From an optimization exercise on the open Yosys and OpenROAD flow, aimed at small area, a short achievable clock period and few clock cycles; shortcuts taken in it are not production practice.
At most, simulation tests tie the RTL to the original design; equivalence was not proved.
Power and IR drop assume default switching activity.

v6:
Design raster_core_multirow, start of the top module:
module raster_core_multirow #(
   parameter int unsigned CORE_ID      = 3,
   parameter int unsigned NUM_ROWS     = 2,
   parameter int unsigned X_MAX        = 400,
   parameter int unsigned BRAM_LATENCY = 2,
   parameter logic [31:0] LAMBDA_ONE   = 32'h0001_0000,
   parameter int unsigned ADDR_W       = 10
) (
   input  logic              clk,
   input  logic              reset,
   input  logic              s_valid,
   input  logic [31:0]       s_data,
   output logic              s_ready,
   output logic              m_valid,
   input  logic              m_ready,
   output logic [15:0]       m_data,
   output logic              m_last,
   output logic              rch_en,
   output logic [ADDR_W-1:0] rch_addr,
   input  logic [31:0]       rch_data,
   output logic              wch_en,
   output logic [ADDR_W-1:0] wch_addr,
   output logic [31:0]       wch_data
);
   localparam int unsigned NPIX     = NUM_ROWS * X_MAX;
   localparam int unsigned ROW_BASE = CORE_ID * NUM_ROWS;
   localparam int unsigned JSH      = 5;             
   localparam int unsigned NW       = 32 + JSH + 1;  
   typedef enum logic [2:0] {
      M_RX,
      M_PREP,
      M_LOAD,
      M_LOAD2,
      M_INIT,
      M_RAST,
      M_DRAIN
   } mstate_t;
   typedef enum logic [1:0] {
      E_IDLE,
      E_CLEAR,
      E_WB
   } estate_t;
   mstate_t           ms_q;
   estate_t           es_q;
   logic [3:0]        wcnt_q;
   logic              sw_q;     
   logic              swp_q;    
   logic [2:0]        a0_q, a1_q;   
   logic [1:0]        az_q;     
   logic              f6_q, f7_q, row_q, wbq_q;
   logic [11:0]       id_q;
   logic [31:0]       l0_q, l1_q, dx0_q, dx1_q, r0_q, r1_q;
   logic [15:0]       z_q, rz_q;
   logic [16:0]       dz_q;     
   logic [8:0]        x_q;
   logic [ADDR_W-1:0] ra_q, need_q;
  ...
Settings: LEC_CHECK=0, ABC_AREA=1, CAP_MARGIN=20, CORE_MARGIN=2, CORE_UTILIZATION=40, SETUP_SLACK_MARGIN=4.0, SLEW_MARGIN=20; clock period 8.0 ns.
run.sh (not shown) runs the stock make flow with config.mk's settings and CLKGATE_MAP_FILE= SYNTH_SCRIPT=/design/flow/synth_recipe.tcl, a recipe that flattens the netlist after the stock synthesis.
> inputs changed (v6 -> v7)
- ABC_AREA removed (was 1)
- Final area sits higher in v7 than in v6.
- Of v7 and v6, the higher via count belongs to v6.
- Re count of buffers added by post-CTS timing repair for setup: v6 was lower than v7.
Function was not checked in any run of this note: the RTL went through the layout flow alone.

---

run 1:
Another version of the RTL of raster_core_multirow (not shown whole).
Size: ~3,300 cells after synthesis, ~140 I/O pins, roughly 29,000 sq um of cells after synthesis.
==> flow/design.v (excerpt) <==
module raster_core_multirow #(
   parameter int unsigned CORE_ID      = 3,
   parameter int unsigned NUM_ROWS     = 2,
   parameter int unsigned X_MAX        = 400,
   parameter int unsigned BRAM_LATENCY = 2,
   parameter logic [31:0] LAMBDA_ONE   = 32'h0001_0000,
   parameter int unsigned ADDR_W       = 10
) (
   input  logic              clk,
   input  logic              reset,
   input  logic              s_valid,
   input  logic [31:0]       s_data,
   output logic              s_ready,
   output logic              m_valid,
   input  logic              m_ready,
   output logic [15:0]       m_data,
   output logic              m_last,
   output logic              rch_en,
   output logic [ADDR_W-1:0] rch_addr,
   input  logic [31:0]       rch_data,
   output logic              wch_en,
   output logic [ADDR_W-1:0] wch_addr,
   output logic [31:0]       wch_data
);
==> flow/config.mk <==
export PLATFORM = sky130hd
export DESIGN_NAME = raster_core_multirow
export DESIGN_NICKNAME = raster_core_multirow
export VERILOG_FILES = /design/flow/design.v
export SDC_FILE = /design/flow/constraint.sdc
export NUM_CORES = 4
export LEC_CHECK = 0
export ABC_AREA = 1
export CAP_MARGIN = 20
export CORE_MARGIN = 2
export CORE_UTILIZATION = 40
export SETUP_SLACK_MARGIN = 4.0
export SLEW_MARGIN = 20
==> flow/constraint.sdc <==
create_clock -name core_clock -period 8.0 [get_ports {clk}]
set_input_delay 1.6000 -clock core_clock [delete_from_list [all_inputs] [get_ports {clk}]]
set_output_delay 1.6000 -clock core_clock [all_outputs]
set_load 0.01 [all_outputs]
Testbench counts of run 1, summed over its fixed seeds: cycles 84,243.
### run 1 -> run 2
- CTS_CLUSTER_SIZE newly set to 30
- SETUP_SLACK_MARGIN changed from 4.0 to 4.2
- CTS_CLUSTER_DIAMETER newly set to 60
Run 2 against run 1: number of filler cells placed in the layout went down; global-route usage went up.
Final cell area: run 2 above run 1
Setup slack, run 1 and run 2: smaller value in run 2
Final cell count of run 2 exceeds that of run 1 slightly.
Utilization run 1 -> run 2: up
Power density normalized to cell area went down slightly going from run 1 to run 2.
Run 2 vs run 1 — via count climbed by a few percent
Run 2 vs run 1 — leakage power climbed by a few percent

---

raster_core_multirow, a different RTL version from the one above (not shown whole).
For scale: about 3400 cells after synthesis, ~0.034 sq mm of cells after synthesis.
Design raster_core_multirow, start of the top module:
module raster_core_multirow #(
   parameter int unsigned CORE_ID      = 3,
   parameter int unsigned NUM_ROWS     = 2,
   parameter int unsigned X_MAX        = 400,
   parameter int unsigned BRAM_LATENCY = 2,
   parameter logic [31:0] LAMBDA_ONE   = 32'h0001_0000,
   parameter int unsigned ADDR_W       = 10
) (
   input  logic              clk,
   input  logic              reset,
   input  logic              s_valid,
   input  logic [31:0]       s_data,
   output logic              s_ready,
   output logic              m_valid,
   input  logic              m_ready,
   output logic [15:0]       m_data,
   output logic              m_last,
   output logic              rch_en,
   output logic [ADDR_W-1:0] rch_addr,
   input  logic [31:0]       rch_data,
   output logic              wch_en,
   output logic [ADDR_W-1:0] wch_addr,
   output logic [31:0]       wch_data
);
==> flow/config.mk <==
export PLATFORM = sky130hd
export DESIGN_NAME = raster_core_multirow
export DESIGN_NICKNAME = raster_core_multirow
export VERILOG_FILES = /design/flow/design.v
export SDC_FILE = /design/flow/constraint.sdc
export NUM_CORES = 4
export LEC_CHECK = 0
export CAP_MARGIN = 20
export CORE_MARGIN = 2
export CORE_UTILIZATION = 40
export SETUP_SLACK_MARGIN = 4.0
export SLEW_MARGIN = 20
==> flow/constraint.sdc <==
create_clock -name core_clock -period 8.0 [get_ports {clk}]
set_input_delay 1.6000 -clock core_clock [delete_from_list [all_inputs] [get_ports {clk}]]
set_output_delay 1.6000 -clock core_clock [all_outputs]
set_load 0.01 [all_outputs]
Testbench counts at the start, summed over its fixed seeds: cycles 89,220.
Rerun with:
- CORE_UTILIZATION: 40 -> 60
Outcome:
- The new run produced a clean layout
- area after synthesis does not change
- sequential cell count is unchanged
- cell count went down by 8.3%
- design area went down by 1.4%
- count of clock-buffer cells in the layout went down by 4
- power went down by 2.3%

---

Another version of the RTL of raster_core_multirow (not shown whole).
Size in the first run: roughly 29,000 um2 of cells after synthesis.
make LEC_CHECK=0 ABC_AREA=1 CAP_MARGIN=20 CORE_MARGIN=2 CORE_UTILIZATION=40 SETUP_SLACK_MARGIN=4.0 SLEW_MARGIN=20 finish   # period 8.0 ns
Testbench counts at the start, summed over its fixed seeds: cycles 86,187.
Then changed:
- CTS_CLUSTER_DIAMETER: not set -> 60
- CTS_CLUSTER_SIZE: not set -> 30
- SETUP_SLACK_MARGIN: 4.0 -> 4.2
After rerunning: Via count increases by 1.3%. Worst setup slack improves by 96 ps. Synthesized area does not change. Clock-buffer cell count decreases by 20.

---

Another version of the RTL of raster_core_multirow (not shown whole).
For scale: roughly 3300 cells after synthesis, ~580 flip-flops, about 140 I/O pins.
export LEC_CHECK = 0
export CAP_MARGIN = 20
export CORE_MARGIN = 2
export CORE_UTILIZATION = 40
export SETUP_SLACK_MARGIN = 4.0
export SLEW_MARGIN = 20
create_clock -name core_clock -period 8.0 [get_ports {clk}]
Testbench counts at the start, summed over its fixed seeds: cycles 89,220.
Then changed:
Settings changed: SETUP_SLACK_MARGIN 4.0 to unset.
What happened: The changed run finished clean; first-iteration DRC count is lower by 0.67%; worst setup slack got worse by 0.88 ns; utilization is lower by 0.45 points; design area is lower by 0.97%; final cell count is lower by 0.37%; wire length is lower by 2.6%; worst hold slack improved by 0.0045 ns; clock power is higher by about 3%; total power is higher by 0.78%.
Then changed:
Settings changed: SETUP_SLACK_MARGIN set to 4.6.
Result: Final cell count went up by 2.6%; power went down by 0.98%; synthesized area is unchanged; via count went up by 3.2%; global-route usage went up by 0.55 points.
Then changed:
Settings changed: SETUP_SLACK_MARGIN 4.6 to 5.0.
After rerunning:
- The new run went through all stages and came out clean
- routed wire length went up by a few percent
- synthesized area does not change
- sequential share of layout area fell by 1.5 points

---

Another version of the RTL of raster_core_multirow (not shown whole).
Size: roughly 3600 cells after synthesis, about 580 flip-flops, roughly 140 I/O pins, about 0.035 mm^2 of cells after synthesis.
clock: 8.0 ns
lec_check: 0
cap_margin: 20
core_margin: 2
core_utilization: 40
setup_slack_margin: 4.5
slew_margin: 20
The starting point passed the timing, DRC and antenna checks.
Testbench counts at the start, summed over its fixed seeds: cycles 89,220.
==> next run, changes <==
ABC_AREA = 1   (was unset)
SETUP_SLACK_MARGIN = 4.0   (was 4.5)
Outcome: Power grows by well over a third; utilization shrinks by 2.0 points; wire length shrinks slightly; global-route usage hardly moves; worst setup slack got worse by 0.13 ns; final area shrinks by a few percent; critical path depth shrinks by 6; count of clock-buffer cells in the layout shrinks by 4; non-clock buffer count shrinks by 108.
==> next run, changes <==
ABC_AREA = unset   (was 1)
CTS_BUF_LIST = sky130_fd_sc_hd__clkbuf_8   (was unset)
CTS_CLUSTER_SIZE = 40   (was unset)
=> Power came out lower by 38%; global-route usage came out lower by 0.71 points; setup slack got worse by 0.11 ns; final cell count came out lower by 8.2%; fmax came out lower by 2.7%; cell area hardly moves; non-clock buffer count came out higher by 8; die area came out lower by 0.37%; register-to-register slack got worse by 0.15 ns; synthesized area came out lower by 0.37%.
==> next run, changes <==
CTS_BUF_LIST = unset   (was sky130_fd_sc_hd__clkbuf_8)
CTS_CLUSTER_SIZE = unset   (was 40)
Outcome: The new run completed with no timing, DRC or antenna violations. Fmax goes up by a few percent. Non-clock buffer count goes down by 3. Clock power goes up by a few percent. Sequential power stays flat. Cell area hardly moves. Hold slack is better by 0.0084 ns.

==> static timing again, ports no longer ideal <==
Ports are ideal in the flow. The routed layouts listed here were re-timed in OpenROAD. Step 1 assumes that a clkbuf_16 drives the clock port and a buf_2 every other input. Step 2 times the ports against the registers' clock, not the clock port: input delays grow and output delays shrink by t, the midpoint of the rising clock arrivals with the driver on. Three values: ideal, step 1, step 2; two values: the first two.
run | t (ns) | setup slack, ns | slew at the worst register clock pin (ns) | worst slew at a driven data input, ns | pins driven straight from the clock port
v6 | 0.675 | 4.246 / 4.263 / 3.595 | 0.07 / 0.07 | 0.07 | 1
v7 | 0.694 | 4.096 / 4.096 / 3.667 | 0.07 / 0.07 | 0.06 | 1
run 1 | 0.649 | 4.099 / 4.097 / 3.478 | 0.07 / 0.07 | 0.05 | 1
run 2 | 0.643 | 4.086 / 4.086 / 3.551 | 0.09 / 0.09 | 0.05 | 1
the first run of note 3 | 0.684 | 3.933 / 3.933 / 3.508 | 0.06 / 0.06 | 0.05 | 1
the second run of note 3 | 0.659 | 3.889 / 3.889 / 3.517 | 0.06 / 0.06 | 0.07 | 1
the first run of note 4 | 0.680 | 4.107 / 4.107 / 3.492 | 0.07 / 0.07 | 0.09 | 1
the second run of note 4 | 0.659 | 4.203 / 4.219 / 3.560 | 0.09 / 0.09 | 0.10 | 1
the first run of note 5 | 0.679 | 3.722 / 3.722 / 3.638 | 0.07 / 0.07 | 0.12 | 1
the second run of note 5 | 0.684 | 2.845 / 2.845 / 2.845 | 0.07 / 0.07 | 0.12 | 1
the third run of note 5 | 0.670 | 3.743 / 3.743 / 3.743 | 0.07 / 0.07 | 0.13 | 1
the fourth run of note 5 | 0.682 | 3.651 / 3.651 / 3.651 | 0.07 / 0.07 | 0.14 | 1
the first run of note 6 | 0.667 | 4.300 / 4.300 / 3.902 | 0.06 / 0.06 | 0.14 | 1
the second run of note 6 | 0.670 | 4.166 / 4.207 / 3.537 | 0.06 / 0.06 | 0.06 | 1
the third run of note 6 | 0.781 | 4.058 / 4.058 / 3.541 | 0.07 / 0.07 | 0.16 | 1
the fourth run of note 6 | 0.673 | 4.138 / 4.138 / 3.524 | 0.06 / 0.06 | 0.15 | 1
After both steps every run listed still meets setup and hold. For v6, which loses most, drivers alone change the setup slack by +0.017 ns; drivers and shift together by -0.651 ns.
